What follows belongs to an exercise in optimizing a design on an open flow for small area; a production flow would make more cautious choices.
Only simulation tests tie the RTL to the original design; equivalence was not proved.
No driver is modelled on the clock port, so clocking that relies on it looks cheaper here than on a real chip.
No activity file was given, so power comes from the tool's default toggle rates.

==> v12 <==
==> flow/design.v (excerpt) <==
module motionIoTop (
	input  logic                  OSC_FPGA,
	input  logic                  arstN_i,
	input  logic                  psel_i,
	input  logic                  penable_i,
	input  logic                  pwrite_i,
	input  robotRegPkg::apbAddr_t paddr_i,
	input  robotRegPkg::regWord_t pwdata_i,
	output robotRegPkg::regWord_t prdata_o,
	output logic                  pready_o,
	output logic                  pslverr_o,
	input  logic                  rcLeftElev_i,
	input  logic                  rcRightAile_i,
	input  logic                  rcPanRudd_i,
	input  logic                  rcTiltThro_i,
	input  logic                  encLeftA_i,
	input  logic                  encLeftB_i,
	input  logic                  encRightA_i,
	input  logic                  encRightB_i,
	output logic                  motorLeft_o,
	output logic                  motorRight_o,
	output logic                  camPan_o,
	output logic                  camTilt_o,
	output logic                  alarm_o
);
export LEC_CHECK = 0
export CAP_MARGIN = 0
export CORE_MARGIN = 2
export CORE_UTILIZATION = 70
export SLEW_MARGIN = 0
create_clock -name core_clock -period 10.0 [get_ports {OSC_FPGA}]
standard.sh (not shown) runs the stock make flow with config.mk's settings and CLKGATE_MAP_FILE= SYNTH_SCRIPT=/design/flow/synth_recipe.tcl, a recipe that flattens the netlist after the stock synthesis.
==> flow/flow/run.sh <==
#!/bin/bash
# The standard ORFS layout (standard.sh), with these changes:
#  - ABC maps for area: the stock script sizes every path for a 10 ps target
#  - the two-bit counter slices (cntPair) are mapped on their own, then
#    flattened like the rest
#  - port buffers use the smallest buffer cell
#  - the clock tree uses clkbuf_8 and no dummy loads
set -euo pipefail
W=$(pwd)
rm -rf "$W/scripts_own"
cp -r "$FLOW_HOME/scripts" "$W/scripts_own"
cp "$W/flow/abc_map.script" "$W/scripts_own/abc_speed.script"
bash "$W/standard.sh" SCRIPTS_DIR="$W/scripts_own" \
	SYNTH_KEEP_MODULES=cntPair \
	BUFFER_PORTS_ARGS="-buffer_cell sky130_fd_sc_hd__buf_1" \
	CTS_ARGS="$(cat "$W/flow/cts_args.txt")" \
	finish > "$W/make_finish.log" 2>&1
==> flow/flow/abc_map.script <==
strash
&get -n
&fraig -x
&put
scorr
dc2
strash
&get -n
&dch -f
&nf -R 1000 -p
&put
==> flow/flow/cts_args.txt <==
-sink_clustering_enable -repair_clock_nets -dont_use_dummy_load -buf_list sky130_fd_sc_hd__clkbuf_8
==> inputs of v21, as changes to v12 <==
--- a/flow/flow/run.sh
+++ b/flow/flow/run.sh
@@ -4,6 +4,9 @@
 #  - the two-bit counter slices (cntPair) are mapped on their own, then
 #    flattened like the rest
+#  - the muxes that feed flip-flop enables get a shared inverted select,
+#    so ABC can use AND-OR cells for them
 #  - port buffers use the smallest buffer cell
-#  - the clock tree uses clkbuf_8 and no dummy loads
+#  - the clock tree uses clkbuf_8 and no dummy loads, then each of its
+#    buffers that can drive its flip-flops well enough becomes a clkbuf_4
 set -euo pipefail
 W=$(pwd)
@@ -11,4 +14,10 @@
 cp -r "$FLOW_HOME/scripts" "$W/scripts_own"
 cp "$W/flow/abc_map.script" "$W/scripts_own/abc_speed.script"
+# after the clock tree is built, shrink the buffers that can be shrunk
+sed -i "s|^log_cmd clock_tree_synthesis {\*}\$cts_args\$|&\nsource $W/flow/shrink_clk.tcl|" "$W/scripts_own/cts.tcl"
+grep -q "shrink_clk.tcl" "$W/scripts_own/cts.tcl"
+# before ABC, split the flip-flop enable muxes (ffmux_split.tcl)
+sed -i "s|^  log_cmd abc {\*}\$abc_args\$|  source $W/flow/ffmux_split.tcl\n&|" "$W/scripts_own/synth.tcl"
+grep -q "ffmux_split.tcl" "$W/scripts_own/synth.tcl"
 bash "$W/standard.sh" SCRIPTS_DIR="$W/scripts_own" \
 	SYNTH_KEEP_MODULES=cntPair \
==> flow/flow/ffmux_split.tcl (new file) <==
# Sourced by synth.tcl just before ABC maps the logic. The enable of each
# flip-flop reaches its D pin as a mux; give each such mux an explicit
# inverted select, one inverter per select after merging, so that ABC can
# build the hold path from AND-OR cells that share it.
set ffmux_map [file join [file dirname [info script]] mux_split.v]
select -set ffmux {t:sky130_fd_sc_hd__df*} {%ci2:+[D,Y]} {t:$_MUX_} %i
if { [llength [tee -q -s result.string select -list @ffmux]] > 0 } {
  techmap -map $ffmux_map @ffmux
  techmap
  opt_merge -share_all
}
select -clear
==> flow/flow/mux_split.v (new file) <==
module \$_MUX_ (A, B, S, Y);
	input A, B, S;
	output Y;
	wire SN;
	sky130_fd_sc_hd__inv_1 _TECHMAP_REPLACE_.sel_inv (.A(S), .Y(SN));
	assign Y = (S & B) | (SN & A);
endmodule
==> flow/flow/shrink_clk.tcl (new file) <==
# After TritonCTS: swap each clock buffer for a smaller one when every
# flip-flop clock pin keeps its estimated slew under the limit (in ns).
proc shrink_clock_buffers { small limit } {
  set block [ord::get_db_block]
  set n 0
  foreach inst [$block getInsts] {
    set name [$inst getName]
    if { ![string match clkbuf_* $name] } { continue }
    set old [[$inst getMaster] getName]
    if { $old eq $small } { continue }
    replace_cell $name $small
    estimate_parasitics -placement
    set worst 0
    foreach pin [get_pins -hierarchical */CLK] {
      set s [get_property $pin slew_max]
      if { $s > $worst } { set worst $s }
    }
    if { $worst > $limit } {
      replace_cell $name $old
      estimate_parasitics -placement
    } else {
      incr n
    }
  }
  puts "shrink_clock_buffers: $n clock buffers now $small"
}
set_propagated_clock [all_clocks]
estimate_parasitics -placement
shrink_clock_buffers sky130_fd_sc_hd__clkbuf_4 0.100
CAP_MARGIN = 20   (was 0)
CORE_UTILIZATION = 88   (was 70)
SLEW_MARGIN = 20   (was 0)
==> inputs of v19, as changes to v12 <==
--- a/flow/flow/run.sh
+++ b/flow/flow/run.sh
@@ -4,6 +4,9 @@
 #  - the two-bit counter slices (cntPair) are mapped on their own, then
 #    flattened like the rest
+#  - the muxes that feed flip-flop enables get a shared inverted select,
+#    so ABC can use AND-OR cells for them
 #  - port buffers use the smallest buffer cell
-#  - the clock tree uses clkbuf_8 and no dummy loads
+#  - the clock tree uses clkbuf_8 and no dummy loads, then each of its
+#    buffers that can drive its flip-flops well enough becomes a clkbuf_4
 set -euo pipefail
 W=$(pwd)
@@ -11,4 +14,10 @@
 cp -r "$FLOW_HOME/scripts" "$W/scripts_own"
 cp "$W/flow/abc_map.script" "$W/scripts_own/abc_speed.script"
+# after the clock tree is built, shrink the buffers that can be shrunk
+sed -i "s|^log_cmd clock_tree_synthesis {\*}\$cts_args\$|&\nsource $W/flow/shrink_clk.tcl|" "$W/scripts_own/cts.tcl"
+grep -q "shrink_clk.tcl" "$W/scripts_own/cts.tcl"
+# before ABC, split the flip-flop enable muxes (ffmux_split.tcl)
+sed -i "s|^  log_cmd abc {\*}\$abc_args\$|  source $W/flow/ffmux_split.tcl\n&|" "$W/scripts_own/synth.tcl"
+grep -q "ffmux_split.tcl" "$W/scripts_own/synth.tcl"
 bash "$W/standard.sh" SCRIPTS_DIR="$W/scripts_own" \
 	SYNTH_KEEP_MODULES=cntPair \
==> flow/flow/ffmux_split.tcl (new file) <==
# Sourced by synth.tcl just before ABC maps the logic. The enable of each
# flip-flop reaches its D pin as a mux; give each such mux an explicit
# inverted select, one inverter per select after merging, so that ABC can
# build the hold path from AND-OR cells that share it.
set ffmux_map [file join [file dirname [info script]] mux_split.v]
select -set ffmux {t:sky130_fd_sc_hd__df*} {%ci2:+[D,Y]} {t:$_MUX_} %i
if { [llength [tee -q -s result.string select -list @ffmux]] > 0 } {
  techmap -map $ffmux_map @ffmux
  techmap
  opt_merge -share_all
}
select -clear
==> flow/flow/mux_split.v (new file) <==
module \$_MUX_ (A, B, S, Y);
	input A, B, S;
	output Y;
	wire SN;
	sky130_fd_sc_hd__inv_1 _TECHMAP_REPLACE_.sel_inv (.A(S), .Y(SN));
	assign Y = (S & B) | (SN & A);
endmodule
==> flow/flow/shrink_clk.tcl (new file) <==
# After TritonCTS: swap each clock buffer for a smaller one when every
# flip-flop clock pin keeps its estimated slew under the limit (in ns).
proc shrink_clock_buffers { small limit } {
  set block [ord::get_db_block]
  set n 0
  foreach inst [$block getInsts] {
    set name [$inst getName]
    if { ![string match clkbuf_* $name] } { continue }
    set old [[$inst getMaster] getName]
    if { $old eq $small } { continue }
    replace_cell $name $small
    estimate_parasitics -placement
    set worst 0
    foreach pin [get_pins -hierarchical */CLK] {
      set s [get_property $pin slew_max]
      if { $s > $worst } { set worst $s }
    }
    if { $worst > $limit } {
      replace_cell $name $old
      estimate_parasitics -placement
    } else {
      incr n
    }
  }
  puts "shrink_clock_buffers: $n clock buffers now $small"
}
set_propagated_clock [all_clocks]
estimate_parasitics -placement
shrink_clock_buffers sky130_fd_sc_hd__clkbuf_4 0.106
CAP_MARGIN = 20   (was 0)
CORE_UTILIZATION = 80   (was 70)
GPL_TIMING_DRIVEN = 0   (was not set)
SLEW_MARGIN = 20   (was 0)
==> summary.md <==
| Metric | Value |
|---|---|
| Outcome | finished clean |
| Layout filler cell count | 387 |
| Endpoint class of the critical path | flop |
| Critical R2R Launch | decLeft.prevB$_DFF_PN0_ |
| Hold buffers post-CTS | 0 |
| Max-slew headroom | 24.3% |
| CP most frequent cell | nand2_1 |
| Critical register-to-register path endpoint | decLeft.countReg[31]$_DFF_PN1_ |
| Gpl congestion | 0.891 |
| Fin. Hold Viols | 0 |
| WL/cell | 21.4 um |
| M1 wire length | 6280 um |
| Worst EP required | 10.45 ns |
| CP Buf/Inv Count | 0 |
| Pins Over Slew Limit | 0 |
| Average cell area after synthesis | 12.3 um2 |
| Worst Path Arrival | 6.80 ns |
The numbers above come from v19.

==> summary.md <==
| Metric | Value |
|---|---|
| Average cell area after synthesis | 12.5 um2 |
| Net switching power figure | 0.000352 W |
| Layout filler cell count | 657 |
| Worst Path Arrival | 7.13 ns |
| Pins Over Slew Limit | 0 |
| Hold Path End | decRight.syncB[1]$_DFF_PN0_ |
| Outcome | finished clean |
| Combinational power | 0.000179 W |
| Hold buffers post-CTS | 0 |
| CP most frequent cell | nand2_1 |
| M1 wire length | 7130 um |
| Post-Place Setup Slack | 3.45 ns |
| Max-slew headroom | 14.3% |
| Critical R2R Launch | decRight.prevB$_DFF_PN0_ |
| Gpl congestion | 0.832 |
| Fin. Hold Viols | 0 |
| DRT antenna net count | 0 |
| Critical register-to-register path endpoint | decRight.countReg[31]$_DFF_PN1_ |
| RSZ-0062 raised after global routing | false |
The numbers above come from v12.

==> summary.md <==
| Metric | Value |
|---|---|
| # rows | 33 |
| Die H | 95.9 um |
| Outcome | aborted with a tool error |
| Top-level I/O count | 92 |
| Syn nets | 669 |
| Width of the chip | 95.9 um |
| Stopped at | 3_3_place_gp |
| Stop err | [ERROR GPL-0301] Utilization 101.060 % exceeds 100%. |
| Average cell area after synthesis | 12.3 um2 |
| Port bufs | 67 |
| Cells after Synth | 604 |
| Synth warnings | 4 |
| Mapped cell area | 7430 um2 |
| Initial Util | 90.5% |
The numbers above come from v21.

==> port drivers added, routing unchanged <==
No port has a modelled driver above. Below, the same layouts with a new extraction and two added sets of constraints. Step 1, drivers: a clkbuf_16 drives OSC_FPGA and a buf_2 each remaining input, both assumed. Step 2 moves the port delays by t, midway between the first and last clock arrival at a register: inputs arrive t later, outputs are due t later. That takes back most of the time a late clock gives input paths. Three values: ideal, step 1, step 2; two values: the first two.
| run | shift t [ns] | setup WS [ns] | worst hold slack (ns) | worst setup path after step 2 | pins driven straight from the clock port |
|---|---|---|---|---|---|
| v12 | 0.488 | 3.259 / 3.259 / 3.259 | 0.354 / 0.354 / 0.354 | register to register | 1 |
| v19 | 0.564 | 3.654 / 3.654 / 3.654 | 0.361 / 0.361 / 0.361 | register to register | 1 |
After both steps setup and hold are still met in every run listed.
